Context: an optimization exercise on an open-source flow, tuned for small area. The choices shown serve that exercise and are no tape-out recipe. Only simulation tests tie the RTL to the original design; equivalence was not proved. No activity file was given, so power comes from the tool's default toggle rates. The flow treats the clock pin as an ideal source, which a real chip does not have.

File: flow/config.mk
export PLATFORM = sky130hd
export DESIGN_NAME = multichannel_oversample_averager
export DESIGN_NICKNAME = multichannel_oversample_averager
export VERILOG_FILES = /design/flow/design.v
export SDC_FILE = /design/flow/constraint.sdc
export NUM_CORES = 4
export LEC_CHECK = 0
export CAP_MARGIN = 20
export CORE_MARGIN = 2
export CORE_UTILIZATION = 75
export PLACE_DENSITY = 0.85
export SLEW_MARGIN = 20
File: flow/constraint.sdc
create_clock -name core_clock -period 9.0 [get_ports {clock}]
set_input_delay 1.8000 -clock core_clock [delete_from_list [all_inputs] [get_ports {clock}]]
set_output_delay 1.8000 -clock core_clock [all_outputs]
set_load 0.01 [all_outputs]
File: flow/design.v
package moa_pkg;
   localparam int CHANNELS   = 16;
   localparam int OVERSAMPLE = 16;
   localparam int FULL_SCALE = 4095;
   localparam int UV_PER_MV  = 1000;
   localparam int FUNC_W     = 3;
   localparam int CH_W       = 4;
   localparam int ADC_W      = 12;
   localparam int MV_W       = 16;
   localparam int UV_W       = 26;
   localparam int AGE_W      = 17;
   localparam int ACC_W      = 20;
   localparam int SCAN_W     = 8;
   localparam int CSR_IDX_W  = 2;
   localparam int CSR_DATA_W = 16;
   localparam int PROD_W     = 28;    
   localparam int DIV_W      = 38;    
   localparam int CH_AW      = (CHANNELS > 1) ? $clog2(CHANNELS) : 1;
   localparam logic [FUNC_W-1:0] FUNC_SAMPLE  = 3'd0;
   localparam logic [FUNC_W-1:0] FUNC_ERROR   = 3'd1;
   localparam logic [FUNC_W-1:0] FUNC_TICK    = 3'd2;
   localparam logic [FUNC_W-1:0] FUNC_READ    = 3'd3;
   localparam logic [FUNC_W-1:0] FUNC_CONVERT = 3'd4;
   localparam logic [CSR_IDX_W-1:0] CSR_VREFINT_CAL  = 2'd0;
   localparam logic [CSR_IDX_W-1:0] CSR_NOMINAL_MV   = 2'd1;
   localparam logic [CSR_IDX_W-1:0] CSR_VREF_CHANNEL = 2'd2;
   localparam logic [MV_W-1:0]  NOMINAL_MV_RESET = 16'd3300;
   localparam logic [MV_W-1:0]  MV_MAX           = 16'hFFFF;
   localparam logic [UV_W-1:0]  UV_MAX           = 26'h3FF_FFFF;
   localparam logic [ADC_W-1:0] ADC_MAX          = 12'hFFF;
   localparam logic [AGE_W-1:0] AGE_MAX          = 17'h1_FFFF;
   typedef struct packed {
      logic [FUNC_W-1:0] func;
      logic [CH_W-1:0]   channel;
      logic [ADC_W-1:0]  value;
      logic              last_of_scan;
      logic [MV_W-1:0]   max_age_ms;
   } req_type;
   typedef struct packed {
      logic [ADC_W-1:0] avg_raw;
      logic [MV_W-1:0]  vdda_mv;
      logic [UV_W-1:0]  microvolts;
      logic             ready_res;
      logic             fresh;
   } rsp_type;
   typedef struct packed {
      logic [ADC_W-1:0] vrefint_cal;
      logic [MV_W-1:0]  nominal_vdda_mv;
      logic [CH_W-1:0]  vref_channel;
   } cfg_type;
endpackage
module multichannel_oversample_averager (
   input  logic        clock,
   input  logic        reset,
   input  logic        req_valid,
   output logic        req_ready,
   input  logic [35:0] req_data,
   output logic        rsp_valid,
   input  logic        rsp_ready,
   output logic [55:0] rsp_data,
   input  logic        csr_valid,
   output logic        csr_ready,
   input  logic [1:0]  csr_index,
   input  logic [15:0] csr_data
);
   localparam logic [3:0] S_IDLE = 4'd0;
   localparam logic [3:0] S_CLR  = 4'd1;    
   localparam logic [3:0] S_ADD  = 4'd2;    
   localparam logic [3:0] S_SWA  = 4'd3;    
   localparam logic [3:0] S_SWB  = 4'd4;    
   localparam logic [3:0] S_RNOW = 4'd5;    
   localparam logic [3:0] S_PRE1 = 4'd6;    
   localparam logic [3:0] S_MUL1 = 4'd7;    
   localparam logic [3:0] S_DIV1 = 4'd8;    
   localparam logic [3:0] S_RAVG = 4'd9;    
   localparam logic [3:0] S_MUL2 = 4'd10;   
   localparam logic [3:0] S_MUL3 = 4'd11;   
   localparam logic [3:0] S_DIV2 = 4'd12;   
   localparam logic [3:0] S_OUT  = 4'd13;   
   wire [2:0]  r_func = req_data[35:33];
   wire [3:0]  r_ch   = req_data[32:29];
   wire [11:0] r_val  = req_data[28:17];
   wire        r_last = req_data[16];
   wire [15:0] r_age  = req_data[15:0];
   logic [11:0]  cal;
   logic [15:0]  nom;
   logic [3:0]   vch;
   logic [3:0]   st;
   logic [8:0]   ph;
   logic [3:0]   ch;
   logic         flag;      
   logic [3:0]   scan;
   logic         rdy;
   logic [15:0]  age;
   logic         age_cy;    
   logic         age_ovf;   
   logic         fresh;
   logic [11:0]  avg_r;
   logic [15:0]  mv;
   logic [39:0]  z;
   logic [511:0] ring;
   logic         cy;
   logic         clamp;
   always_ff @(posedge clock) begin
      if (reset) begin
         cal <= '0;
         nom <= 16'd3300;
         vch <= '0;
      end else if (csr_valid) begin
         case (csr_index)
            2'd0: cal <= csr_data[11:0];
            2'd1: nom <= csr_data;
            2'd2: vch <= csr_data[3:0];
            default: ;
         endcase
      end
   end
   assign csr_ready = 1'b1;
   wire [3:0] slot     = ph[8:5];
   wire [4:0] o        = ph[4:0];
   wire       o_last   = &o;
   wire       idle     = (st == S_IDLE) && o_last;
   wire       accept   = req_valid && idle;
   wire [3:0] tgt      = (st == S_RNOW) ? vch : ch;
   wire       in_slot  = (slot == tgt);
   wire       slot_end = in_slot && o_last;
   wire  hout   = ring[511];
   wire  addact = (st == S_ADD) && in_slot && (o < 5'd20);
   logic hin;
   always_comb begin
      hin = hout;
      if (st == S_CLR)
         hin = 1'b0;
      else if (st == S_SWA && o >= 5'd20)
         hin = ring[15] | clamp;      
      else if (st == S_SWB && o < 5'd20)
         hin = 1'b0;
      else if (addact)
         hin = hout ^ avg_r[0] ^ cy;
   end
   always_ff @(posedge clock) begin
      ring <= {ring[510:0], hin};
      cy   <= addact & ((hout & avg_r[0]) | (hout & cy) | (avg_r[0] & cy));
      if (o < 5'd16)
         clamp <= 1'b0;
      else if (o < 5'd20)
         clamp <= clamp | hout;
   end
   wire age_inc = (accept && r_func == 3'd2) | age_cy;
   wire age_top = (ph[3:0] == 4'd14);
   always_ff @(posedge clock) begin
      if (st == S_CLR || st == S_SWA)
         age <= {1'b0, age[15:1]};
      else
         age <= {age[0] ^ age_inc, age[15:1]};
   end
   wire        mul   = (st == S_MUL1) || (st == S_MUL2) || (st == S_MUL3);
   wire [11:0] mcand = (st == S_MUL1) ? cal : (st == S_MUL2) ? 12'd1000 : avg_r;
   wire [12:0] alu_a = mul ? {1'b0, z[39:28]} : z[39:27];
   wire [12:0] alu_b = mul ? (z[0] ? {1'b0, mcand} : 13'd0)
                           : ((st == S_DIV1) ? {1'b1, ~mv[11:0]} : 13'h1000);
   wire [13:0] alu   = {1'b0, alu_a} + {1'b0, alu_b} + {13'd0, ~mul};
   wire        ge    = alu[13];
   wire        skip  = (mv[11:0] == 12'd0) || (cal == 12'd0);
   wire        ovf   = |z[27:16];
   wire        run   = ~(o[4] & o[3] & o[2]) && !((st == S_MUL1 || st == S_DIV1) && skip);
   always_ff @(posedge clock) begin
      case (st)
         S_PRE1: if (o_last) z <= {1'b0, mv[11:1], 12'd0, nom};
         S_MUL1, S_MUL2, S_MUL3: begin
            if (run) z <= {alu[12:0], z[27:1]};
            if (st == S_MUL2 && o_last) z[38:28] <= '1;
         end
         S_DIV1, S_DIV2: begin
            if (run) z <= ge ? {alu[11:0], z[26:0], 1'b1} : {z[38:0], 1'b0};
            if (st == S_DIV1 && o_last) z <= {24'd0, z[15:0] | {16{ovf}}};
         end
         default: ;
      endcase
   end
   always_ff @(posedge clock) begin
      if (st == S_RNOW && in_slot && o >= 5'd20)
         mv[11:0] <= {hout, mv[11:1]};
      else if (st == S_DIV1 && o_last)
         mv <= z[15:0] | {16{ovf}};
   end
   always_ff @(posedge clock) begin
      if (accept)
         avg_r <= r_val;
      else if ((st == S_ADD && in_slot) || (st == S_DIV2 && !flag))
         avg_r <= {1'b0, avg_r[11:1]};
      else if (st == S_RAVG && in_slot && o >= 5'd20)
         avg_r <= {hout, avg_r[11:1]};
   end
   always_ff @(posedge clock) begin
      if (accept) begin
         ch    <= r_ch;
         flag  <= (r_func == 3'd0) ? (r_last && (scan == 4'd15)) : (r_func == 3'd3);
         fresh <= rdy && !age_ovf && (age <= r_age);
      end
   end
   always_ff @(posedge clock) begin
      if (reset) begin
         st      <= S_CLR;
         ph      <= '0;
         scan    <= '0;
         rdy     <= 1'b0;
         age_cy  <= 1'b0;
         age_ovf <= 1'b0;
      end else begin
         ph     <= ph + 1'b1;
         age_cy <= age_inc && age[0] && !age_top;
         if (age_inc && age[0] && age_top)
            age_ovf <= 1'b1;
         if (accept) begin
            case (r_func)
               3'd0: begin
                  st <= S_ADD;
                  if (r_last) begin
                     scan <= scan + 1'b1;
                     if (scan == 4'd15) begin
                        age_ovf <= 1'b0;
                        rdy     <= 1'b1;
                     end
                  end
               end
               3'd1: rdy <= 1'b0;
               3'd3, 3'd4: st <= S_RNOW;
               default: ;
            endcase
         end
         case (st)
            S_CLR:  if (ph == 9'd511) st <= S_IDLE;
            S_ADD:  if (slot_end) st <= flag ? S_SWA : S_IDLE;
            S_SWA:  if (slot_end) st <= S_SWB;
            S_SWB:  if (slot_end) st <= S_IDLE;
            S_RNOW: if (slot_end) st <= S_PRE1;
            S_PRE1: if (o_last) st <= S_MUL1;
            S_MUL1: if (o_last) st <= S_DIV1;
            S_DIV1: if (o_last) st <= flag ? S_RAVG : S_MUL2;
            S_RAVG: if (slot_end) st <= S_MUL2;
            S_MUL2: if (o_last) st <= S_MUL3;
            S_MUL3: if (o_last) st <= S_DIV2;
            S_DIV2: if (o_last) st <= S_OUT;
            S_OUT:  if (rsp_ready) st <= S_IDLE;
            default: ;
         endcase
      end
   end
   assign req_ready = idle;
   assign rsp_valid = (st == S_OUT);
   assign rsp_data  = {avg_r, mv, z[25:0], rdy, fresh};
endmodule
File: flow/flow/run.sh
#!/bin/bash
# Standard layout with two changes: ports get a small buffer (buf_1) instead of the
# default, and clock tree synthesis inserts no dummy loads.
set -euo pipefail
export BUFFER_PORTS_ARGS="-buffer_cell sky130_fd_sc_hd__buf_1"
export CTS_ARGS="-sink_clustering_enable -repair_clock_nets -dont_use_dummy_load -buf_list sky130_fd_sc_hd__clkbuf_16 -sink_clustering_size 30 -sink_clustering_max_diameter 100"
bash standard.sh > standard.log 2>&1
File: flow/standard.sh
#!/bin/bash
# synth_recipe.tcl (not shown) runs the flow's synth.tcl, then flattens the netlist and writes it again
# the make line also repeats each setting of config.mk as NAME=value (left out here)
make -C /OpenROAD-flow-scripts/flow DESIGN_CONFIG=/design/flow/config.mk WORK_HOME=/design/flow/orfs CLKGATE_MAP_FILE= SYNTH_SCRIPT=/design/flow/synth_recipe.tcl "${@:-finish}"
==> results of run 1 <==
==> worst max-delay path by stage <==
stage | from | end | slack [ns] | cells past startpoint
after floorplan | st[0] | z[30] | 5.13 | 17
after global placement | st[0] | z[38] | 3.62 | 15
after detailed placement | st[0] | z[38] | 3.59 | 15
after CTS | st[0] | z[38] | 3.55 | 15
after global routing | st[0] | z[38] | 3.03 | 15
final | st[0] | z[38] | 3.37 | 15
==> state kept, by name, summed over array words and instances (netlist names), 4 cells and up <==
signal  count
mv         16
vch         4
ph          9
z          40
ring      512
scan        4
cal        12
ch          4
nom        16
avg_r      12
age        16
st          4
==> report_power, final <==
group | switching (mW) | internal, mW
logic | 0.0482 | 0.0253
registers | 0.0122 | 2.96
clock network | 0.826 | 0.502
total | 0.887 | 3.48
==> synth_stat cells (8+ instances only) <==
cell,count
ha_1,35
a21oi_2,8
nor4_1,10
nand3_1,19
xor2_1,9
and3_1,9
a222oi_1,15
o22ai_1,19
nor2b_1,15
clkbuf_1,32
a21oi_1,47
edfxtp_1,74
xnor2_1,8
a21o_1,9
a221oi_1,9
a22o_1,11
dfxtp_1,582
nand2_1,127
inv_1,49
o21ai_0,43
mux2i_1,26
nor2_1,75
nand3b_1,8
buf_4,29
nor3_1,23
o21ai_1,12
==> layout by cell type (no fill, tap or decap), drive strengths merged, types with 10 or more instances in the layout <==
| cell | count |
|---|---|
| dfxtp | 582 |
| nand2 | 127 |
| buf | 127 |
| nor2 | 76 |
| edfxtp | 74 |
| o21ai | 56 |
| a21oi | 55 |
| inv | 51 |
| ha | 35 |
| mux2i | 26 |
| clkbuf | 25 |
| nor3 | 23 |
| nand3 | 19 |
| o22ai | 19 |
| nor2b | 15 |
| a222oi | 15 |
| a22o | 11 |
| nor4 | 11 |
| a221oi | 10 |
==> final cells by class <==
cell class	count	area (µm²)
multi-input cells	636	4055
diodes	1	2.502
well taps	324	405.4
fillers	1215	4643
repair buffers	127	519.2
inverters	52	195.2
clock buffers	25	625.6
flip-flops and latches	656	13870
==> worst max-delay path, stage by stage (launching register included) <==
cell	delay [ns]
dfxtp_1	0.88
inv_2	0.14
nor2_1	0.36
o21ai_4	0.21
inv_2	0.74
nand2_1	0.51
o22ai_1	0.30
inv_1	0.09
fa_1	0.41
nor2b_1	0.20
o2111a_1	0.24
o21ai_0	0.10
a211o_2	0.48
and3_1	0.26
a221o_1	0.26
a211o_1	0.22
==> per-layer routing <==
layer / up-vias / wire length, µm
met5: - / 0
met4: 0 / 2637
met3: 226 / 4496
met2: 817 / 20020
met1: 5258 / 16660
li1: 4959 / -
==> per-stage QoR <==
stage	total power, mW	setup slack, ns
3_3_place_gp	3.093	3.620
4_1_cts	4.361	3.546
5_1_grt	4.457	3.028
3_5_place_dp	3.100	3.588
2_1_floorplan	3.070	5.127
6_report	4.370	3.370
==> kinds of logic after synthesis <==
group	after synthesis	synth area share [%]
flip-flops	656	74.82
AND/OR/NAND/NOR	317	8.010
XOR/XNOR	17	0.8030
buffers and inverters	128	3.421
other	1	0.02022
AO/OA/AOI/OAI	236	8.779
adder cells (fa/ha/maj)	38	2.686
multiplexers	27	1.464
==> metrics.yaml, run 1 <==
run_status:
  outcome: "complete, no violations"
grt:
  use_met2_pct: 53.36
  use_met1_pct: 44.74
  grt_pass1_wl_um: 66590
  track_usage_pct: 33.75
  grt_pass1_vias: 11290
  gr-max-usage-layer: "met2"
  antenna_found_initial: 1
  met3_usage_pct: 7.088
  grt-ovfl-total: 0
  grt_max_degree: 55
setup_path:
  endpoint_kind: "flop"
  cp-start-kind: "flop"
  crit_fanout: 53
  r2r_slack_ns: 3.37
  cp.arrival_ns: 5.97
  reg2reg_depth: 15
  critPathKind: "reg -> reg"
  regToRegStartpoint: "st[0]"
  cp.required_ns: 9.34
  regToRegEndpoint: "z[38]"
hold_path:
  hold_class: "reg -> reg"
  hp-start: "ring[417]"
  hold_depth: 0
  hold-path-endpoint: "ring[418]"
synth:
  avgSynthCellArea_um2: 13.06
  synth_largest_area_cell: "dfxtp_1"
  postSynthCellCount: 1420
  synth_flop_cell: "dfxtp_1"
  synth_edf_count: 74
  yosysWarningCount: 1
  ys_ff_latch: 656
  synth.yosys.seq_area_share_pct: 74.82
  synth_top_area_share_pct: 62.83
  ys_top_cells_by_area: "dfxtp_1 (63%), edfxtp_1 (12%), nand2_1 (2.6%)"
  synthArstFlopShare_pct: 0
  syn_nets: 1517
  syn_area_mm2: 0.01854
  synth.distinct_cells: 74
placed_design:
  place_congestion: 0.9450
  place_inst: 1795
  dp_hpwl_um: 27000
  dpl_cell_area_mm2: 0.01905
  io_buffers: 116
timing:
  setup_tns_ns: 0
  setup_viol_count_final: 0
  maxSlewViolCount: 0
  period_minus_slack_ns: 5.630
  rsz0062_at_grt: "no"
  holdWs_ns: 0.3157
  skew_ns: 0.04425
  tightest_slew_ns: 1.137
  fmax_mhz: 177.6
  hold_viol_final: 0
  max_slew_margin_pct: 24.17
  min_period_over_period_pct: 62.56
job:
  cap_violations: 0
clock_tree:
  worstSkewPairLatency_ns: 0.59
  postCtsSetupBuffers: 0
  cts_resized: 0
  cts_tree: "yes"
  cts.path.max_buffers: 3
  htreeDepth: 1
  clkTransAtPathRegs_ns: 0.12
  numCtsBuffers: 25
  clock-sinks: 656
  ctsHoldBuffers: 0
  clock-root-buffer: "clkbuf_16"
drt:
  postRouteAntennaNets: 0
  drt-total-wl_um: 43810
  drt_iter0_markers: 1762
  post_drt_wl_per_cell_um: 24.06
  firstDrtPassIters: 9
  drc: 0
  vias_per_cell: 6.183
  vias: 11260
floorplan:
  num_rows: 57
  die_w_um: 161.2
  pin_count: 118
  die_h_um: 161.2
  fp.coreArea_mm2: 0.02432
  start_util_pct: 76.25
  die_area_mm2: 0.02600
finish:
  drive_gt1_share_pct: 4.144
  nNetsFinal: 1595
  area_growth_pct: 6.114
  fin_area_mm2: 0.01968
  fin_util_pct: 80.91
  final_cell_count_no_fill: 1821
pwr:
  p_leak_nw: 7.715
  power_density_mw_per_mm2: 222.1
  ir_drop_mv: 0.2344
==> run 2: changes to the inputs <==
==> flow/flow/run.sh (replaced) <==
#!/bin/bash
# Standard layout with two changes: ports get a small buffer (buf_1) instead of the
# default, and clock tree synthesis inserts no dummy loads.
set -euo pipefail
export BUFFER_PORTS_ARGS="-buffer_cell sky130_fd_sc_hd__buf_1"
export CTS_ARGS="-sink_clustering_enable -repair_clock_nets -dont_use_dummy_load -buf_list sky130_fd_sc_hd__clkbuf_16 -sink_clustering_size 32 -sink_clustering_max_diameter 100"
bash standard.sh > standard.log 2>&1
--- a/flow/config.mk
+++ b/flow/config.mk
@@ -7,6 +7,6 @@
 export LEC_CHECK = 0
 export CAP_MARGIN = 20
 export CORE_MARGIN = 2
-export CORE_UTILIZATION = 75
-export PLACE_DENSITY = 0.85
+export CORE_UTILIZATION = 60
+export PLACE_DENSITY = 0.7
 export SLEW_MARGIN = 20
==> metrics.yaml, run 2 <==
run_status:
  outcome: "complete, no violations"
drt:
  drc: 0
  vias: 10147
  drt_iter0_markers: 886
  firstDrtPassIters: 8
  drt-total-wl_um: 33370
  postRouteAntennaNets: 0
  post_drt_wl_per_cell_um: 17.59
  vias_per_cell: 5.349
job:
  cap_violations: 0
synth:
  yosys.area_share.adder_pct: 2.686
  synthXorXnorAreaFrac_pct: 0.8030
  yosysMostFrequentCell: "dfxtp_1"
  synth.yosys.seq_area_share_pct: 74.82
  ys_top_cells_by_area: "dfxtp_1 (63%), edfxtp_1 (12%), nand2_1 (2.6%)"
  synth_top_area_share_pct: 62.83
  synth_edf_count: 74
  synth_flop_cell: "dfxtp_1"
  synth_compound_area_share_pct: 8.779
  synthArstFlopShare_pct: 0
  synth-simple-area-share_pct: 8.009
  synth.distinct_cells: 74
  synthTopCellsByCount: "dfxtp_1 (582), nand2_1 (127), nor2_1 (75)"
  avgSynthCellArea_um2: 13.06
  yosysWarningCount: 1
  synthMuxAreaShare_pct: 1.464
  postSynthCellCount: 1420
  synth_top_family_by_area: "compound AO/OA/AOI/OAI gates"
  syn_nets: 1517
  synth_largest_area_cell: "dfxtp_1"
  ys_ff_latch: 656
  syn_area_mm2: 0.01854
timing:
  skew_ns: 0.05402
  period_minus_slack_ns: 5.756
  maxSlewViolCount: 0
  setup_viol_count_final: 0
  max_slew_margin_pct: 38.82
  hold_viol_final: 0
  setup_tns_ns: 0
  min_period_over_period_pct: 63.96
  fin_ws_ns: 3.244
  fmax_mhz: 173.7
  rsz0062_at_grt: "no"
  tightest_slew_ns: 0.9163
clock_tree:
  worstSkewPairLatency_ns: 0.58
  postCtsSetupBuffers: 0
  numCtsBuffers: 24
  clock-root-buffer: "clkbuf_16"
  clkTransAtPathRegs_ns: 0.12
  htreeDepth: 1
  cts_tree: "yes"
  cts.path.max_buffers: 3
  cts_resized: 0
  clock-sinks: 656
  ctsHoldBuffers: 0
finish:
  mostFrequentLayoutCells: "dfxtp_1 (582), nand2_1 (127), buf_1 (115)"
  area_growth_pct: 6.572
  drive_gt1_share_pct: 4.272
  largest_register: "ring"
  largest_reg_flops: 512
  reg.largest.list: "ring: 512 flops, z: 40 flops"
  final_cell_count_no_fill: 1897
  layout_commonest_cell: "dfxtp_1"
  nNetsFinal: 1597
  fin_util_pct: 64.77
placed_design:
  place_congestion: 0.9205
  place_inst: 1870
  io_buffers: 116
  dp_hpwl_um: 22250
  pre_cts_slack_ns: 3.402
grt:
  grt_pass1_wl_um: 53230
  use_met2_pct: 28.92
  gr-max-usage-layer: "met1"
  met3_usage_pct: 4.092
  antenna_found_initial: 4
  grt-ovfl-total: 0
  grt_pass1_vias: 9634
  track_usage_pct: 20.37
  use_met1_pct: 31.39
  grt_max_degree: 55
pwr:
  power.total_mw: 4.289
  p_clk_share_pct: 29.3
  p_seq_share_pct: 69.1
  p_int_mw: 3.464
  p_comb_share_pct: 1.6
  ir_drop_mv: 0.2122
  p_switching_uw: 825.8
  p_sw_share_pct: 19.25
  p_leak_nw: 7.715
  power_density_mw_per_mm2: 217.1
setup_path:
  cp-start-kind: "flop"
  cp.arrival_ns: 6.05
  critPathKind: "reg -> reg"
  critPathBufInv: 2
  worstPathCellList: "nand2b_1 > nor2_1 > o21ai_4 > inv_2 > nand2_1 > o22ai_1 > inv_1 > fa_1 > nor2b_1 > o2111a_1 > o21ai_0 > a211o_2 > and3_1 > a221o_1 > a211o_1"
  endpoint_kind: "flop"
  cp.required_ns: 9.30
  cpMaxStageDelayCell: "dfxtp_1"
  crit_fanout: 53
  crit_family: "compound AO/OA/AOI/OAI gates"
  slowest_delay_ns: 0.93
floorplan:
  die_area_mm2: 0.03233
  start_util_pct: 60.78
  die_h_um: 179.8
  pin_count: 118
  die_w_um: 179.8
  fp.coreArea_mm2: 0.03051
  num_rows: 64
hold_path:
  hold_class: "reg -> reg"
## run 2: cell families (layout without fill, tap and decap cells)
logic type,Yosys count,in the layout
other,1,4
and+or+nand+nor,317,317
buffers and inverters,128,206
xor gates and xnor gates,17,17
adders and majority gates,38,38
AOI/OAI and AO/OA,236,236
muxes,27,27
DFF,656,656
## run 2: final cells by class
class,instances,area [µm²]
clock buffer,24,600.6
fill,2335,10750
antenna,3,7.507
multi-input combinational,636,4048
sequential,656,13870
tap,396,495.5
inverter,52,195.2
timing repair buffer,130,541.8
## run 2: metal layers
layer	vias up	wire (µm)	share of wire [%]
met4	2	1138	3.4
met3	64	2361	7.1
li1	4973	-	-
met1	4757	16060	48
met5	-	13	0.039
met2	351	13800	41
## run 2: final timing paths
check	to	startpoint	depth (start not counted)	slack [ns]
worst max-delay path	z[38]	st[2]	15	3.24
worst min-delay path	ring[5]	ring[4]	0	0.31
worst max register to register	z[38]	st[2]	15	3.24
worst min register to register	ring[5]	ring[4]	0	0.31
## run 2: power groups by stage
| stage | clock network, mW | logic (mW) | registers [mW] |
|---|---|---|---|
| floorplan | 0 | 0.0442 | 3.03 |
| global placement | 0 | 0.0654 | 3.03 |
| detailed placement | 0 | 0.0671 | 3.03 |
| CTS | 1.30 | 0.0676 | 2.96 |
| global route | 1.39 | 0.0757 | 2.96 |
| finish | 1.26 | 0.0681 | 2.96 |
## run 2: per-stage QoR
step           area, µm²  hold slack, ns
2_1_floorplan      18540          0.3096
3_5_place_dp       19150          0.3121
5_1_grt            19750          0.3136
6_report           19760          0.3124
3_3_place_gp       19150          0.3097
4_1_cts            19750          0.3093
==> run 3: changes to the inputs <==
==> flow/flow/run.sh (replaced) <==
#!/bin/bash
# Standard layout with two changes: ports get a small buffer (buf_1) instead of the
# default, and clock tree synthesis inserts no dummy loads.
set -euo pipefail
export BUFFER_PORTS_ARGS="-buffer_cell sky130_fd_sc_hd__buf_1"
export CTS_ARGS="-sink_clustering_enable -repair_clock_nets -dont_use_dummy_load -buf_list sky130_fd_sc_hd__clkbuf_16 -sink_clustering_size 24 -sink_clustering_max_diameter 80"
bash standard.sh > standard.log 2>&1
==> metrics.yaml, run 3 <==
synth:
  yosysWarningCount: 1
  yosysMostFrequentCell: "dfxtp_1"
  ys_ff_latch: 656
  synthTopCellsByCount: "dfxtp_1 (582), nand2_1 (127), nor2_1 (75)"
  synth_top_area_share_pct: 62.83
  synth.distinct_cells: 74
  ys_top_cells_by_area: "dfxtp_1 (63%), edfxtp_1 (12%), nand2_1 (2.6%)"
  syn_area_mm2: 0.01854
  postSynthCellCount: 1420
  synth_largest_area_cell: "dfxtp_1"
  synth_edf_count: 74
  avgSynthCellArea_um2: 13.06
  synth_flop_cell: "dfxtp_1"
  synthArstFlopShare_pct: 0
  synth.yosys.seq_area_share_pct: 74.82
  syn_nets: 1517
setup_path:
  crit_fanout: 53
  critPathKind: "reg -> reg"
  cp.arrival_ns: 6.00
  endpoint_kind: "flop"
  cp-start-kind: "flop"
  cp.required_ns: 9.24
timing:
  hold_viol_final: 0
  fin_ws_ns: 3.237
  maxSlewViolCount: 0
  tightest_slew_ns: 0.9449
  fmax_mhz: 173.5
  max_slew_margin_pct: 36.92
  min_period_over_period_pct: 64.03
  rsz0062_at_grt: "no"
  setup_viol_count_final: 0
  skew_ns: 0.06306
  period_minus_slack_ns: 5.763
  setup_tns_ns: 0
finish:
  mostFrequentLayoutCells: "dfxtp_1 (582), nand2_1 (127), buf_1 (115)"
  layout_commonest_cell: "dfxtp_1"
  fill_cells: 2310
  reg.largest.list: "ring: 512 flops, z: 40 flops"
  drive_gt1_share_pct: 4.907
  largest_reg_flops: 512
  area_growth_pct: 7.922
  largest_register: "ring"
  nNetsFinal: 1607
grt:
  grt-ovfl-total: 0
  antenna_found_initial: 4
  grt_pass1_wl_um: 54550
  grt_max_degree: 55
  grt_pass1_vias: 9863
  track_usage_pct: 21.06
placed_design:
  pre_cts_slack_ns: 3.402
  dp_hpwl_um: 22250
  place_congestion: 0.9205
  io_buffers: 116
clock_tree:
  clock-sinks: 656
  htreeDepth: 2
  postCtsSetupBuffers: 0
  numCtsBuffers: 34
  clkTransAtPathRegs_ns: 0.09
  cts.path.max_buffers: 3
  cts_tree: "yes"
  worstSkewPairLatency_ns: 0.54
  cts_resized: 0
  ctsHoldBuffers: 0
  clock-root-buffer: "clkbuf_16"
drt:
  drc: 0
  firstDrtPassIters: 9
  vias_per_cell: 5.350
  drt-total-wl_um: 34210
  postRouteAntennaNets: 0
  drt_iter0_markers: 920
  vias: 10203
  post_drt_wl_per_cell_um: 17.94
floorplan:
  start_util_pct: 60.78
  die_w_um: 179.8
  die_area_mm2: 0.03233
  fp.coreArea_mm2: 0.03051
  die_h_um: 179.8
  pin_count: 118
  num_rows: 64
run_status:
  outcome: "complete, no violations"
pwr:
  p_leak_nw: 7.838
  power.total_mw: 4.526
  power_density_mw_per_mm2: 226.1
  ir_drop_mv: 0.2045
job:
  cap_violations: 0
hold_path:
  hold_class: "reg -> reg"
-- run 3: path summary, 6_finish.rpt --
path / from / to / slack [ns] / cells after the start
hold / removal: ring[509] / ring[510] / 0.32 / 0
setup / recovery: st[2] / z[38] / 3.24 / 15
hold reg to reg: ring[509] / ring[510] / 0.32 / 0
setup reg to reg: st[2] / z[38] / 3.24 / 15
-- run 3: layout make-up --
type	instances	area, µm²	share of cell area (%)
Antenna cell	3	7.507	0.03751
Clock buffer	34	850.8	4.252
Inverter	52	195.2	0.9754
Multi-Input combinational cell	636	4048	20.23
Sequential cell	656	13870	69.33
Tap cell	396	495.5	2.476
Timing Repair Buffer	130	541.8	2.707
-- run 3: report_power, final --
group	internal, mW	switching (mW)	leakage, nW
Clock	0.677	0.820	0.419
Combinational	0.0257	0.0424	2.07
Sequential	2.95	0.00711	5.35
-- run 3: cell families after synthesis --
| group | synth area share (%) |
|---|---|
| flip-flops | 74.82 |
| AND/OR/NAND/NOR | 8.010 |
| AO/OA/AOI/OAI | 8.779 |
| buffers and inverters | 3.421 |
| adder cells (fa/ha/maj) | 2.686 |
| multiplexers | 1.464 |
| XOR/XNOR | 0.8030 |
| other | 0.02022 |
-- run 3: critical path, stage by stage, from the launching register on --
cell,delay [ns]
dfxtp_1,0.90
nand2b_1,0.20
nor2_1,0.34
o21ai_4,0.21
inv_2,0.73
nand2_1,0.53
o22ai_1,0.32
inv_1,0.09
fa_1,0.41
nor2b_1,0.21
o2111a_1,0.26
o21ai_0,0.09
a211o_2,0.47
and3_1,0.25
a221o_1,0.25
a211o_1,0.22
-- run 3: layer usage --
metal | part of all wire (%) | vias up | track usage (%)
li1 | - | 4987 | -
met1 | 47 | 4794 | 31.41
met2 | 42 | 348 | 30.47
met3 | 7.4 | 72 | 4.862
met4 | 2.9 | 2 | 6.992
met5 | 0.038 | - | 0
-- run 3: per-stage QoR --
| stage | hold WS (ns) | utilization (%) | std cells | area, µm² |
|---|---|---|---|---|
| 4_1_cts | 0.3098 | 65.57 | 1904 | 20000 |
| 3_3_place_gp | 0.3097 | 62.78 | 1870 | 19150 |
| 5_1_grt | 0.3088 | 65.57 | 1904 | 20000 |
| 3_5_place_dp | 0.3121 | 62.78 | 1870 | 19150 |
| 2_1_floorplan | 0.3096 | - | 1420 | 18540 |
| 6_report | 0.3188 | 65.59 | 1907 | 20010 |
==> run 4: changes to the inputs <==
--- a/flow/design.v
+++ b/flow/design.v
@@ -124,6 +124,11 @@
    wire [3:0] tgt      = (st == S_RNOW) ? vch : ch;
    wire       in_slot  = (slot == tgt);
    wire       slot_end = in_slot && o_last;
+   wire       ring_st  = (st == S_ADD) || (st == S_SWA) || (st == S_SWB) ||
+                         (st == S_RNOW) || (st == S_RAVG);
+   wire       st_adv   = o_last && (!ring_st || in_slot) && (st != S_IDLE) &&
+                         (st != S_CLR || ph[8:5] == 4'd15);
+   wire       st_home  = (st == S_CLR) || (st == S_SWB) || (st == S_ADD && !flag);
    wire  hout   = ring[511];
    wire  addact = (st == S_ADD) && in_slot && (o < 5'd20);
    logic hin;
@@ -229,22 +234,13 @@
                default: ;
             endcase
          end
-         case (st)
-            S_CLR:  if (ph == 9'd511) st <= S_IDLE;
-            S_ADD:  if (slot_end) st <= flag ? S_SWA : S_IDLE;
-            S_SWA:  if (slot_end) st <= S_SWB;
-            S_SWB:  if (slot_end) st <= S_IDLE;
-            S_RNOW: if (slot_end) st <= S_PRE1;
-            S_PRE1: if (o_last) st <= S_MUL1;
-            S_MUL1: if (o_last) st <= S_DIV1;
-            S_DIV1: if (o_last) st <= flag ? S_RAVG : S_MUL2;
-            S_RAVG: if (slot_end) st <= S_MUL2;
-            S_MUL2: if (o_last) st <= S_MUL3;
-            S_MUL3: if (o_last) st <= S_DIV2;
-            S_DIV2: if (o_last) st <= S_OUT;
-            S_OUT:  if (rsp_ready) st <= S_IDLE;
-            default: ;
-         endcase
+         if (st == S_OUT) begin
+            if (rsp_ready) st <= S_IDLE;
+         end else if (st_adv) begin
+            if (st_home) st <= S_IDLE;
+            else if (st == S_DIV1 && !flag) st <= S_MUL2;
+            else st <= st + 1'b1;
+         end
       end
    end
    assign req_ready = idle;
==> flow/flow/run.sh (replaced) <==
#!/bin/bash
# Standard layout with two changes: ports get a small buffer (buf_1) instead of the
# default, and clock tree synthesis inserts no dummy loads.
set -euo pipefail
export BUFFER_PORTS_ARGS="-buffer_cell sky130_fd_sc_hd__buf_1"
export CTS_ARGS="-sink_clustering_enable -repair_clock_nets -dont_use_dummy_load -buf_list sky130_fd_sc_hd__clkbuf_16 -sink_clustering_size 32 -sink_clustering_max_diameter 100"
bash standard.sh > standard.log 2>&1
--- a/flow/config.mk
+++ b/flow/config.mk
@@ -5,8 +5,8 @@
 export SDC_FILE = /design/flow/constraint.sdc
 export NUM_CORES = 4
 export LEC_CHECK = 0
-export CAP_MARGIN = 20
+export CAP_MARGIN = 5
 export CORE_MARGIN = 2
 export CORE_UTILIZATION = 60
 export PLACE_DENSITY = 0.7
-export SLEW_MARGIN = 20
+export SLEW_MARGIN = 5
==> metrics.yaml, run 4 <==
pwr:
  p_int_mw: 3.457
  p_seq_share_pct: 69.4
  power_density_mw_per_mm2: 218.0
  p_sw_share_pct: 19.01
  p_comb_share_pct: 1.0
  p_switching_uw: 811.7
  p_leak_nw: 7.796
  p_clk_share_pct: 29.5
  ir_drop_mv: 0.2044
setup_path:
  cp.required_ns: 9.27
  endpoint_kind: "flop"
  crit_fanout: 52
  cp.arrival_ns: 6.05
  cp-start-kind: "flop"
  critPathKind: "reg -> reg"
clock_tree:
  cts.path.max_buffers: 3
  clock-sinks: 656
  cts_resized: 0
  postCtsSetupBuffers: 0
  ctsHoldBuffers: 0
  clkTransAtPathRegs_ns: 0.12
  worstSkewPairLatency_ns: 0.58
  cts_tree: "yes"
  clock-root-buffer: "clkbuf_16"
  numCtsBuffers: 24
  htreeDepth: 1
run_status:
  outcome: "complete, no violations"
drt:
  drc: 0
  postRouteAntennaNets: 0
  vias_per_cell: 5.251
  vias: 9772
  firstDrtPassIters: 7
  drt_iter0_markers: 955
  drt-total-wl_um: 31490
  post_drt_wl_per_cell_um: 16.92
finish:
  layout_commonest_cell: "dfxtp_1"
  area_growth_pct: 6.558
  largest_register: "ring"
  nNetsFinal: 1561
  drive_gt1_share_pct: 3.836
  mostFrequentLayoutCells: "dfxtp_1 (582), nand2_1 (140), buf_1 (115)"
  largest_reg_flops: 512
  fin_util_pct: 64.51
  reg.largest.list: "ring: 512 flops, z: 40 flops"
synth:
  synth_edf_count: 74
  yosysMostFrequentCell: "dfxtp_1"
  synth_top_area_share_pct: 63.41
  yosysWarningCount: 1
  synthArstFlopShare_pct: 0
  syn_nets: 1486
  synth_flop_cell: "dfxtp_1"
  synth_largest_area_cell: "dfxtp_1"
  synthTopCellsByCount: "dfxtp_1 (582), nand2_1 (140), nor2_1 (79)"
  postSynthCellCount: 1387
  ys_top_cells_by_area: "dfxtp_1 (63%), edfxtp_1 (12%), nand2_1 (2.9%)"
  avgSynthCellArea_um2: 13.25
  synth.yosys.seq_area_share_pct: 75.51
  ys_ff_latch: 656
  syn_area_mm2: 0.01837
  synth.distinct_cells: 69
placed_design:
  dp_hpwl_um: 20940
  io_buffers: 116
  pre_cts_slack_ns: 3.424
  place_congestion: 0.9273
grt:
  antenna_found_initial: 6
  grt_max_degree: 54
  track_usage_pct: 19.57
  grt-ovfl-total: 0
  grt_pass1_wl_um: 49020
  grt_pass1_vias: 9064
timing:
  min_period_over_period_pct: 64.21
  setup_viol_count_final: 0
  maxSlewViolCount: 0
  skew_ns: 0.06395
  hold_viol_final: 0
  period_minus_slack_ns: 5.779
  tightest_slew_ns: 1.221
  setup_tns_ns: 0
  max_slew_margin_pct: 18.21
  rsz0062_at_grt: "no"
  fin_ws_ns: 3.221
  fmax_mhz: 173.0
floorplan:
  start_util_pct: 60.54
  pin_count: 118
  die_h_um: 179.0
  die_w_um: 179.0
  fp.coreArea_mm2: 0.03035
  die_area_mm2: 0.03204
  num_rows: 64
hold_path:
  hold_class: "reg -> reg"
job:
  cap_violations: 0
run 4: cell count changes after synthesis, sizes merged, moves of 7 or more:
cell   change
inv       -14
mux2i      +7
nand2     +13
nor3      -15
o21ai     -16
run 4: worst paths after layout:
kind / slack [ns] / cells past startpoint / from / endpoint
min: 0.28 / 0 / ring[492] / ring[493]
max: 3.22 / 16 / st[2] / z[29]
min reg2reg: 0.28 / 0 / ring[492] / ring[493]
max reg2reg: 3.22 / 16 / st[2] / z[29]
run 4: cells by family (layout without fill, tap and decap cells):
group	count (synthesis)	in the layout	share of synthesized area [%]
flip-flops	656	656	75.51
AND/OR/NAND/NOR	313	313	7.797
AO/OA/AOI/OAI	209	209	7.927
buffers and inverters	112	185	3.010
adder cells (fa/ha/maj)	40	40	2.806
multiplexers	36	36	1.982
XOR/XNOR	20	20	0.9534
other	1	6	0.02041
run 4: stage by stage:
stage	std cells	cell area [µm²]	power [mW]	hold WS [ns]
floorplan	1387	18370	3.054	0.3096
global route	1857	19570	4.404	0.2788
global placement	1832	18970	3.073	0.3100
CTS	1856	19570	4.304	0.2659
detailed placement	1832	18970	3.075	0.3121
finish	1861	19580	4.269	0.2763
run 4: final cells by class:
cell class	instances	area, µm²
Antenna cell	5	12.51
Clock buffer	24	600.6
Fill cell	2308	10770
Inverter	38	143.9
Multi-Input combinational cell	619	3964
Sequential cell	656	13870
Tap cell	396	495.5
Timing Repair Buffer	123	489.2
run 4: worst max-delay path, cell delays in order (launching register included):
cell and delay (ns):
dfxtp_1 0.73, clkinv_2 0.25, nor2_1 0.21, and2_1 0.36
a21oi_4 0.17, inv_2 0.70, nand2_1 0.50, o22ai_1 0.39
ha_1 0.17, and2_1 0.14, o2111ai_1 0.21, a31oi_1 0.29
a211oi_1 0.14, nor3_2 0.55, buf_4 0.31, mux2i_1 0.21
o211ai_1 0.10
run 4: metal layers:
layer | track usage [%] | part of all wire (%) | vias up | routed length [µm]
li1 | - | - | 4825 | -
met1 | 28.97 | 48 | 4599 | 15040
met2 | 28.81 | 42 | 281 | 13250
met3 | 3.965 | 6.7 | 63 | 2117
met4 | 6.538 | 3.4 | 4 | 1060
met5 | 0 | 0.073 | - | 23
run 4: power groups by stage:
stage	combinational, mW	sequential [mW]	clock (mW)
finish	0.0445	2.96	1.26
global route	0.0508	2.97	1.39
CTS	0.0447	2.96	1.30
detailed placement	0.0445	3.03	0
global placement	0.0432	3.03	0
floorplan	0.0271	3.03	0
==> run 5: changes to the inputs <==
--- a/flow/config.mk
+++ b/flow/config.mk
@@ -5,8 +5,8 @@
 export SDC_FILE = /design/flow/constraint.sdc
 export NUM_CORES = 4
 export LEC_CHECK = 0
-export CAP_MARGIN = 5
+export CAP_MARGIN = 20
 export CORE_MARGIN = 2
 export CORE_UTILIZATION = 60
 export PLACE_DENSITY = 0.7
-export SLEW_MARGIN = 5
+export SLEW_MARGIN = 20
==> metrics.yaml, run 5 <==
timing:
  maxSlewViolCount: 0
  period_minus_slack_ns: 5.782
  max_slew_margin_pct: 29.21
  holdWs_ns: 0.2805
  min_period_over_period_pct: 64.24
  skew_ns: 0.05995
  setup_viol_count_final: 0
  setup_tns_ns: 0
  hold_viol_final: 0
  fin_ws_ns: 3.218
  fmax_mhz: 173.0
  tightest_slew_ns: 1.062
  rsz0062_at_grt: "no"
floorplan:
  start_util_pct: 60.54
  num_rows: 64
  fp.coreArea_mm2: 0.03035
  die_area_mm2: 0.03204
  die_w_um: 179.0
  pin_count: 118
  die_h_um: 179.0
clock_tree:
  htreeDepth: 1
  clkTransAtPathRegs_ns: 0.11
  clock-sinks: 656
  clock-root-buffer: "clkbuf_16"
  numCtsBuffers: 24
  ctsHoldBuffers: 0
  cts_tree: "yes"
  postCtsSetupBuffers: 0
  cts_resized: 0
  cts.path.max_buffers: 3
  worstSkewPairLatency_ns: 0.57
setup_path:
  slowest_delay_ns: 0.73
  worstPathCellList: "clkinv_2 > nor2_1 > and2_1 > a21oi_4 > inv_2 > nand2_1 > o22ai_1 > ha_1 > and2_1 > o2111ai_1 > a31oi_1 > a211oi_1 > nor3_2 > buf_4 > mux2i_1 > o211ai_1"
  endpoint_kind: "flop"
  crit_fanout: 52
  regToRegEndpoint: "z[28]"
  cpMaxStageDelayCell: "dfxtp_1"
  cp.arrival_ns: 6.05
  reg2reg_depth: 16
  critPathKind: "reg -> reg"
  cp-start-kind: "flop"
  worst_path_most_repeated_cell: "and2_1"
  r2r_slack_ns: 3.22
  regToRegStartpoint: "st[2]"
  cp.required_ns: 9.27
synth:
  syn_area_mm2: 0.01837
  synthMuxAreaShare_pct: 1.982
  ys_ff_latch: 656
  postSynthCellCount: 1387
  synth_flop_cell: "dfxtp_1"
  synth-simple-area-share_pct: 7.797
  synth_top_family_by_area: "compound AO/OA/AOI/OAI gates"
  avgSynthCellArea_um2: 13.25
  synth.yosys.seq_area_share_pct: 75.51
  synthArstFlopShare_pct: 0
  yosysWarningCount: 1
  synth.distinct_cells: 69
  synth_compound_area_share_pct: 7.926
  synthTopCellsByCount: "dfxtp_1 (582), nand2_1 (140), nor2_1 (79)"
  synth_edf_count: 74
  synthXorXnorAreaFrac_pct: 0.9534
  yosys.area_share.adder_pct: 2.806
  yosysMostFrequentCell: "dfxtp_1"
  synth_largest_area_cell: "dfxtp_1"
  synth_top_area_share_pct: 63.41
  syn_nets: 1486
  ys_top_cells_by_area: "dfxtp_1 (63%), edfxtp_1 (12%), nand2_1 (2.9%)"
drt:
  post_drt_wl_per_cell_um: 16.70
  drt-total-wl_um: 31070
  firstDrtPassIters: 10
  vias_per_cell: 5.203
  drc: 0
  vias: 9682
  postRouteAntennaNets: 0
  drt_iter0_markers: 934
placed_design:
  place_inst: 1832
  dp_hpwl_um: 20840
  io_buffers: 116
  pre_cts_slack_ns: 3.407
  dpl_cell_area_mm2: 0.01897
  place_congestion: 0.9273
pwr:
  p_comb_share_pct: 1.0
  ir_drop_mv: 0.2287
  p_int_mw: 3.458
  power.total_mw: 4.263
  p_switching_uw: 805.0
  p_leak_nw: 7.799
  p_sw_share_pct: 18.88
  p_seq_share_pct: 69.5
  p_clk_share_pct: 29.4
  power_density_mw_per_mm2: 217.7
grt:
  grt_max_degree: 54
  grt_pass1_vias: 9075
  grt-ovfl-total: 0
  track_usage_pct: 19.38
  grt_pass1_wl_um: 48660
  antenna_found_initial: 8
finish:
  drive_gt1_share_pct: 3.836
  mostFrequentLayoutCells: "dfxtp_1 (582), nand2_1 (140), buf_1 (115)"
  reg.largest.list: "ring: 512 flops, z: 40 flops"
  largest_register: "ring"
  fin_util_pct: 64.53
  layout_commonest_cell: "dfxtp_1"
  area_growth_pct: 6.592
  largest_reg_flops: 512
  fin_area_mm2: 0.01959
  final_cell_count_no_fill: 1861
  nNetsFinal: 1561
hold_path:
  hold_depth: 0
  hold_class: "reg -> reg"
  hp-start: "ring[492]"
  hold-path-endpoint: "ring[493]"
job:
  cap_violations: 0
run_status:
  outcome: "complete, no violations"
==> run 5: cell types whose count changed in the layout (fill, tap and decap cells not counted) <==
| cell | delta |
|---|---|
| nor3b_2 | -1 |
| nor3b_4 | +1 |
==> run 5: cell families after synthesis <==
group	Yosys count
AO/OA/AOI/OAI	209
XOR/XNOR	20
adder cells (fa/ha/maj)	40
buffers and inverters	112
flip-flops	656
multiplexers	36
other	1
AND/OR/NAND/NOR	313
==> run 5: how the worst max path moves through the flow <==
stage	from	end	slack (ns)	cells past startpoint
after detailed placement	st[2]	z[28]	3.41	16
after global routing	st[2]	z[28]	2.74	16
after floorplan	st[0]	z[39]	4.97	20
final	st[2]	z[28]	3.22	16
after global placement	st[2]	z[37]	3.64	17
after CTS	st[2]	z[28]	3.29	16
==> run 5: final cells by class <==
class                   count  area [µm²]
clock buffers              24       600.6
diodes                      5       12.51
multi-input cells         619        3970
well taps                 396       495.5
fillers                  2303       10760
flip-flops and latches    656       13870
inverters                  38       143.9
repair buffers            123       489.2
==> run 5: critical path: cells and delay by family (launching register included) <==
kind	cells	cell delay, ns
fa+ha+maj	1	0.17
simple gates	5	1.76
compound gates	6	1.31
mux	1	0.22
buf+inv	3	1.26
flops	1	0.73
==> run 5: per-layer routing <==
layer  GRT usage [%]  share of wire (%)
met1           28.90                 49
met3           3.965                6.4
met4           5.759                2.9
met5               0               0.11
met2           28.62                 42
==> run 5: power groups by stage <==
stage / Combinational (mW) / Sequential (mW) / Clock [mW]
final: 0.0446 / 2.96 / 1.25
after global routing: 0.0510 / 2.97 / 1.39
after CTS: 0.0451 / 2.96 / 1.29
after detailed placement: 0.0448 / 3.03 / 0
after global placement: 0.0432 / 3.03 / 0
after floorplan: 0.0271 / 3.03 / 0
==> run 6: changes to the inputs <==
--- a/flow/design.v
+++ b/flow/design.v
@@ -91,12 +91,13 @@
    logic         flag;      
    logic [3:0]   scan;
    logic         rdy;
-   logic [15:0]  age;
+   logic [15:0]  age_n;
    logic         age_cy;    
    logic         age_ovf;   
    logic         fresh;
    logic [11:0]  avg_r;
    logic [15:0]  mv;
+   wire  [11:0]  now = mv[15:4];
    logic [39:0]  z;
    logic [511:0] ring;
    logic         cy;
@@ -155,23 +156,25 @@
    wire age_top = (ph[3:0] == 4'd14);
    always_ff @(posedge clock) begin
       if (st == S_CLR || st == S_SWA)
-         age <= {1'b0, age[15:1]};
+         age_n <= {1'b1, age_n[15:1]};
       else
-         age <= {age[0] ^ age_inc, age[15:1]};
-   end
+         age_n <= {age_n[0] ^ age_inc, age_n[15:1]};
+   end
+   wire [16:0] age_cmp = {1'b0, r_age} + {1'b0, age_n} + 17'd1;
+   wire        age_le  = age_cmp[16];
    wire        mul   = (st == S_MUL1) || (st == S_MUL2) || (st == S_MUL3);
    wire [11:0] mcand = (st == S_MUL1) ? cal : (st == S_MUL2) ? 12'd1000 : avg_r;
    wire [12:0] alu_a = mul ? {1'b0, z[39:28]} : z[39:27];
    wire [12:0] alu_b = mul ? (z[0] ? {1'b0, mcand} : 13'd0)
-                           : ((st == S_DIV1) ? {1'b1, ~mv[11:0]} : 13'h1000);
+                           : ((st == S_DIV1) ? {1'b1, ~now} : 13'h1000);
    wire [13:0] alu   = {1'b0, alu_a} + {1'b0, alu_b} + {13'd0, ~mul};
    wire        ge    = alu[13];
-   wire        skip  = (mv[11:0] == 12'd0) || (cal == 12'd0);
+   wire        skip  = (now == 12'd0) || (cal == 12'd0);
    wire        ovf   = |z[27:16];
    wire        run   = ~(o[4] & o[3] & o[2]) && !((st == S_MUL1 || st == S_DIV1) && skip);
    always_ff @(posedge clock) begin
       case (st)
-         S_PRE1: if (o_last) z <= {1'b0, mv[11:1], 12'd0, nom};
+         S_PRE1: if (o_last) z <= {1'b0, now[11:1], 12'd0, nom};
          S_MUL1, S_MUL2, S_MUL3: begin
             if (run) z <= {alu[12:0], z[27:1]};
             if (st == S_MUL2 && o_last) z[38:28] <= '1;
@@ -185,9 +188,9 @@
    end
    always_ff @(posedge clock) begin
       if (st == S_RNOW && in_slot && o >= 5'd20)
-         mv[11:0] <= {hout, mv[11:1]};
-      else if (st == S_DIV1 && o_last)
-         mv <= z[15:0] | {16{ovf}};
+         mv <= {hout, mv[15:1]};
+      else if (st == S_MUL2 && !o[4])
+         mv <= {z[0], mv[15:1]};
    end
    always_ff @(posedge clock) begin
       if (accept)
@@ -201,7 +204,7 @@
       if (accept) begin
          ch    <= r_ch;
          flag  <= (r_func == 3'd0) ? (r_last && (scan == 4'd15)) : (r_func == 3'd3);
-         fresh <= rdy && !age_ovf && (age <= r_age);
+         fresh <= rdy && !age_ovf && age_le;
       end
    end
    always_ff @(posedge clock) begin
@@ -214,8 +217,8 @@
          age_ovf <= 1'b0;
       end else begin
          ph     <= ph + 1'b1;
-         age_cy <= age_inc && age[0] && !age_top;
-         if (age_inc && age[0] && age_top)
+         age_cy <= age_inc && !age_n[0] && !age_top;
+         if (age_inc && !age_n[0] && age_top)
             age_ovf <= 1'b1;
          if (accept) begin
             case (r_func)
--- a/flow/config.mk
+++ b/flow/config.mk
@@ -5,8 +5,8 @@
 export SDC_FILE = /design/flow/constraint.sdc
 export NUM_CORES = 4
 export LEC_CHECK = 0
-export CAP_MARGIN = 20
+export CAP_MARGIN = 5
 export CORE_MARGIN = 2
 export CORE_UTILIZATION = 60
 export PLACE_DENSITY = 0.7
-export SLEW_MARGIN = 20
+export SLEW_MARGIN = 5
==> metrics.yaml, run 6 <==
finish:
  largest_register: "ring"
  reg.largest.list: "ring: 512 flops, z: 40 flops"
  largest_reg_flops: 512
  nNetsFinal: 1509
  ff_latch_area_mm2: 0.01387
  antennaDiodeCount: 0
  drive_gt1_share_pct: 3.480
  final_cell_count_no_fill: 1798
  fill_cells: 2277
  layout_commonest_cell: "dfxtp_1"
  area_growth_pct: 6.554
  mostFrequentLayoutCells: "dfxtp_1 (582), nand2_1 (145), buf_1 (115)"
  multi_input_area_mm2: 0.003666
drt:
  post_drt_wl_per_cell_um: 16.64
  drt_iter0_markers: 779
  vias: 9439
  drt-total-wl_um: 29920
  postRouteAntennaNets: 0
  vias_per_cell: 5.250
  firstDrtPassIters: 7
  drc: 0
clock_tree:
  htreeDepth: 1
  ctsHoldBuffers: 0
  clkTransAtPathRegs_ns: 0.12
  cts_tree: "yes"
  postCtsSetupBuffers: 0
  clock-sinks: 656
  cts_resized: 0
  clock-root-buffer: "clkbuf_16"
  numCtsBuffers: 25
  worstSkewPairLatency_ns: 0.58
  cts.path.max_buffers: 3
grt:
  antenna_found_initial: 0
  track_usage_pct: 19.01
  grt_pass1_vias: 9166
  grt_pass1_wl_um: 47670
  grt-ovfl-total: 0
  grt_max_degree: 54
setup_path:
  critPathKind: "reg -> reg"
  crit_fanout: 53
  cp-start-kind: "flop"
  cp.required_ns: 9.25
  cp.arrival_ns: 6.23
  endpoint_kind: "flop"
synth:
  avgSynthCellArea_um2: 13.53
  synth_edf_count: 74
  synth_top_family_by_area: "compound AO/OA/AOI/OAI gates"
  yosysMostFrequentCell: "dfxtp_1"
  synth_flop_cell: "dfxtp_1"
  yosys.area_share.adder_pct: 2.896
  syn_area_mm2: 0.01806
  syn_nets: 1434
  synth_largest_area_cell: "dfxtp_1"
  synth-simple-area-share_pct: 7.136
  synth.yosys.seq_area_share_pct: 76.82
  synthTopCellsByCount: "dfxtp_1 (582), nand2_1 (145), edfxtp_1 (74)"
  synth.distinct_cells: 66
  yosysWarningCount: 1
  synthArstFlopShare_pct: 0
  ys_top_cells_by_area: "dfxtp_1 (65%), edfxtp_1 (12%), nand2_1 (3.0%)"
  synth_top_area_share_pct: 64.51
  synthMuxAreaShare_pct: 1.898
  synthXorXnorAreaFrac_pct: 0.9699
  ys_ff_latch: 656
  synth_compound_area_share_pct: 7.288
  postSynthCellCount: 1335
timing:
  setup_viol_count_final: 0
  hold_viol_final: 0
  fmax_mhz: 167.2
  skew_ns: 0.06095
  maxSlewViolCount: 0
  setup_tns_ns: 0
  tightest_slew_ns: 1.155
  min_period_over_period_pct: 66.47
  period_minus_slack_ns: 5.982
  rsz0062_at_grt: "no"
  max_slew_margin_pct: 23.00
floorplan:
  fp.coreArea_mm2: 0.02964
  die_w_um: 177.5
  pin_count: 118
  die_h_um: 177.5
  die_area_mm2: 0.03150
  num_rows: 63
  start_util_pct: 60.93
pwr:
  p_clk_share_pct: 29.8
  p_sw_share_pct: 18.98
  power.total_mw: 4.292
  ir_drop_mv: 0.2179
  power_density_mw_per_mm2: 223.0
  p_comb_share_pct: 1.1
  p_seq_share_pct: 69.0
  p_switching_uw: 814.7
  p_leak_nw: 7.592
  p_int_mw: 3.477
placed_design:
  place_inst: 1773
  io_buffers: 116
  place_congestion: 0.8741
  dp_hpwl_um: 19110
run_status:
  outcome: "complete, no violations"
job:
  cap_violations: 0
hold_path:
  hold_class: "reg -> reg"
## run 6: cell count changes after synthesis, sizes merged, moves of 5 or more
cell,previous run,this run
nor2,79,57
a21oi,54,36
o21ai,40,54
inv,37,28
a31oi,11,3
and2,5,0
nand2,140,145
o211ai,6,11
## run 6: logic make-up (layout without fill, tap and decap cells)
group,count (synthesis),after routing
flops,656,656
compound gates,196,196
other cells,1,1
xor+xnor,20,20
buf+inv,103,176
fa+ha+maj,40,40
mux,34,34
simple gates,285,285
## run 6: path summary, 6_finish.rpt
check / start / end / slack [ns] / cells past startpoint
setup / recovery: st[0] / z[38] / 3.02 / 16
hold / removal: ring[168] / ring[169] / 0.28 / 0
setup reg to reg: st[0] / z[38] / 3.02 / 16
hold reg to reg: ring[168] / ring[169] / 0.28 / 0
## run 6: stage by stage
stage	hold slack (ns)	worst slack, ns	instance area, µm²	util [%]
2_1_floorplan	0.3096	5.116	18060	-
3_3_place_gp	0.3112	3.396	18620	62.82
3_5_place_dp	0.3121	3.197	18620	62.82
4_1_cts	0.2860	3.095	19240	64.93
5_1_grt	0.2799	2.491	19240	64.93
6_report	0.2809	3.018	19240	64.93
## run 6: cell type report
cell class | count | area share [%]
Sequential cell | 656 | 72.09
Multi-Input combinational cell | 576 | 19.05
Clock buffer | 25 | 3.251
Tap cell | 390 | 2.536
Timing Repair Buffer | 122 | 2.503
Inverter | 29 | 0.5657
## run 6: routing by layer
| layer | vias to the layer above | part of all wire [%] | global-route usage [%] | wire, µm |
|---|---|---|---|---|
| met5 | - | 0 | 0 | 0 |
| met4 | 0 | 2.6 | 6.079 | 771 |
| met3 | 58 | 6.4 | 2.935 | 1919 |
| met2 | 303 | 43 | 29.04 | 12900 |
| met1 | 4438 | 48 | 27.99 | 14340 |
| li1 | 4640 | - | - | - |
## run 6: critical path, cell delays in order (launching register included)
cell       delay, ns
dfxtp_1         0.45
ha_1            0.30
nand2_1         0.10
nor2_1          0.46
nor2_2          0.29
inv_2           0.71
nand2_1         0.46
o22ai_1         0.31
inv_1           0.09
fa_1            0.42
nor2b_2         0.16
o2111ai_2       0.17
a2111oi_2       0.44
o31a_1          0.23
o31a_1          0.64
mux2i_1         0.28
o211ai_1        0.11
## run 6: power groups by stage
stage / sequential (mW) / clock (mW) / combinational, mW
floorplan: 3.03 / 0 / 0.0282
global placement: 3.03 / 0 / 0.0472
detailed placement: 3.03 / 0 / 0.0485
CTS: 2.96 / 1.32 / 0.0490
global route: 2.96 / 1.41 / 0.0549
finish: 2.96 / 1.28 / 0.0489
==> run 7: changes to the inputs <==
==> flow/flow/run.sh (replaced) <==
#!/bin/bash
# Standard layout with two changes: ports get a small buffer (buf_1) instead of the
# default, and clock tree synthesis inserts no dummy loads.
set -euo pipefail
export BUFFER_PORTS_ARGS="-buffer_cell sky130_fd_sc_hd__buf_1"
export CTS_ARGS="-sink_clustering_enable -repair_clock_nets -dont_use_dummy_load -buf_list sky130_fd_sc_hd__buf_12 -sink_clustering_size 28 -sink_clustering_max_diameter 90"
bash standard.sh > standard.log 2>&1
==> metrics.yaml, run 7 <==
drt:
  wl_met3_um: 1870
  drt_iter0_markers: 774
  top_layer_used: "met4"
  firstDrtPassIters: 8
  postRouteAntennaNets: 0
  vias: 9488
  vias_per_cell: 5.268
  post_drt_wl_per_cell_um: 16.47
  drc: 0
  wl_met1_um: 14270
  drt-total-wl_um: 29660
  met2_length_um: 12680
synth:
  yosysWarningCount: 1
  synthArstFlopShare_pct: 0
  postSynthCellCount: 1335
  synth.distinct_cells: 66
  synth_largest_area_cell: "dfxtp_1"
  synth_flop_cell: "dfxtp_1"
  ys_top_cells_by_area: "dfxtp_1 (65%), edfxtp_1 (12%), nand2_1 (3.0%)"
  synth_top_area_share_pct: 64.51
  syn_area_mm2: 0.01806
  avgSynthCellArea_um2: 13.53
  syn_nets: 1434
  yosysMostFrequentCell: "dfxtp_1"
  ys_ff_latch: 656
  synthTopCellsByCount: "dfxtp_1 (582), nand2_1 (145), edfxtp_1 (74)"
  synth.yosys.seq_area_share_pct: 76.82
  synth_edf_count: 74
floorplan:
  die_h_um: 177.5
  start_util_pct: 60.93
  fp.coreArea_mm2: 0.02964
  num_rows: 63
  die_area_mm2: 0.03150
  die_w_um: 177.5
  pin_count: 118
placed_design:
  pre_cts_slack_ns: 3.197
  place_congestion: 0.8741
  io_buffers: 116
  dp_hpwl_um: 19110
timing:
  period_minus_slack_ns: 5.993
  setup_viol_count_final: 0
  tightest_slew_ns: 1.142
  fmax_mhz: 166.8
  max_slew_margin_pct: 23.89
  hold_viol_final: 0
  min_period_over_period_pct: 66.59
  rsz0062_at_grt: "no"
  fin_ws_ns: 3.007
  skew_ns: 0.08973
  setup_tns_ns: 0
  maxSlewViolCount: 0
grt:
  grt-ovfl-total: 0
  track_usage_pct: 18.85
  grt_max_degree: 54
  grt_pass1_vias: 9131
  grt_pass1_wl_um: 47350
  antenna_found_initial: 0
clock_tree:
  htreeDepth: 1
  cts_tree: "yes"
  clkTransAtPathRegs_ns: 0.12
  postCtsSetupBuffers: 0
  ctsHoldBuffers: 0
  numCtsBuffers: 28
  clock-root-buffer: "buf_12"
  cts.path.max_buffers: 3
  clock-sinks: 656
  worstSkewPairLatency_ns: 0.54
  cts_resized: 0
finish:
  largest_register: "ring"
  ff_latch_area_mm2: 0.01387
  fill_cells: 2289
  multi_input_area_mm2: 0.003666
  nNetsFinal: 1512
  area_growth_pct: 6.194
  antennaDiodeCount: 0
  largest_reg_flops: 512
  drive_gt1_share_pct: 3.685
  mostFrequentLayoutCells: "dfxtp_1 (582), nand2_1 (145), buf_1 (115)"
  layout_commonest_cell: "dfxtp_1"
  reg.largest.list: "ring: 512 flops, z: 40 flops"
setup_path:
  cpMaxStageDelayCell: "inv_2"
  cp.arrival_ns: 6.17
  cp.required_ns: 9.18
  cp-start-kind: "flop"
  worstPathCellList: "ha_1 > nand2_1 > nor2_1 > nor2_2 > inv_2 > nand2_1 > o22ai_1 > inv_1 > fa_1 > nor2b_2 > o2111ai_2 > a2111oi_2 > o31a_1 > o31a_1 > mux2i_1 > o211ai_1"
  endpoint_kind: "flop"
  crit_start: "st[0]"
  regToRegStartpoint: "st[0]"
  slowest_delay_ns: 0.71
  critPathKind: "reg -> reg"
  critPathBufInv: 2
  crit_fanout: 53
  crit_family: "compound AO/OA/AOI/OAI gates"
pwr:
  ir_drop_mv: 0.1808
  p_leak_nw: 7.547
  power_density_mw_per_mm2: 223.8
job:
  cap_violations: 0
run_status:
  outcome: "complete, no violations"
hold_path:
  hold_class: "reg -> reg"
  hp-start: "ring[156]"
-- run 7: cell counts after synthesis --
No cell type changed its count.
-- run 7: layer usage --
metal	up-vias	track usage, %
li1	4652	-
met1	4496	28.00
met2	274	28.49
met3	66	3.063
met4	0	5.840
met5	-	0
-- run 7: layout make-up --
| cell class | count | area share [%] |
|---|---|---|
| timing repair buffer | 122 | 2.512 |
| inverter | 29 | 0.5676 |
| tap | 390 | 2.544 |
| clock buffer | 28 | 2.923 |
| sequential | 656 | 72.34 |
| multi-input combinational | 576 | 19.12 |
-- run 7: cells by family (layout without fill, tap and decap cells) --
kind of cell	count (synthesis)	in the layout	share of synthesized area (%)
flip-flops	656	656	76.82
AND/OR/NAND/NOR	285	285	7.136
AO/OA/AOI/OAI	196	196	7.288
buffers and inverters	103	179	2.972
adder cells (fa/ha/maj)	40	40	2.896
multiplexers	34	34	1.898
XOR/XNOR	20	20	0.9699
other	1	1	0.02076
-- run 7: where the power goes --
group | leakage, nW | switching [mW] | internal [mW]
Sequential | 5.35 | 0.00629 | 2.96
Clock | 0.263 | 0.798 | 0.483
Combinational | 1.93 | 0.0288 | 0.0203
-- run 7: per-stage QoR --
step | area, µm² | utilization [%] | std cells | total power, mW | hold WS [ns]
after floorplan | 18060 | - | 1335 | 3.055 | 0.3096
after global routing | 19180 | 64.71 | 1801 | 4.436 | 0.2883
after detailed placement | 18620 | 62.82 | 1773 | 3.078 | 0.3121
after global placement | 18620 | 62.82 | 1773 | 3.076 | 0.3112
final | 19180 | 64.71 | 1801 | 4.293 | 0.2800
after CTS | 19180 | 64.71 | 1801 | 4.343 | 0.2761
-- run 7: final timing paths --
path / end / slack, ns / cells after the start
setup / recovery: z[38] / 3.01 / 16
hold / removal: ring[157] / 0.28 / 0
setup reg to reg: z[38] / 3.01 / 16
hold reg to reg: ring[157] / 0.28 / 0

[what the ideal ports hide]
How much do the figures lean on ideal ports? The routed layouts below were timed once more, with nothing changed but the port constraints.
Step 1 assumes that a clkbuf_16 drives the clock port and a buf_2 every other input.
Step 2, shift: input delay + t, output delay - t, t = (earliest + latest rising clock arrival at the registers) / 2. This alone moves slack from input paths to output paths.
Slacks: ideal ports / drivers / drivers and shift; pairs: ideal ports / drivers.
run | shift t [ns] | setup WS [ns] | worst setup path at the end | slew at the worst register clock pin (ns) | pins driven straight from the clock port
run 1 | 0.625 | 3.370 / 3.370 / 3.370 | register to register | 0.13 / 0.13 | 1
run 2 | 0.602 | 3.244 / 3.244 / 3.244 | register to register | 0.12 / 0.12 | 1
run 3 | 0.560 | 3.237 / 3.237 / 3.237 | register to register | 0.09 / 0.09 | 1
run 4 | 0.599 | 3.221 / 3.221 / 3.221 | register to register | 0.12 / 0.12 | 1
run 5 | 0.591 | 3.218 / 3.218 / 3.218 | register to register | 0.12 / 0.12 | 1
run 6 | 0.593 | 3.018 / 3.018 / 3.018 | register to register | 0.12 / 0.12 | 1
run 7 | 0.543 | 3.007 / 3.007 / 3.007 | register to register | 0.12 / 0.12 | 1
After both steps every run listed still meets setup and hold.
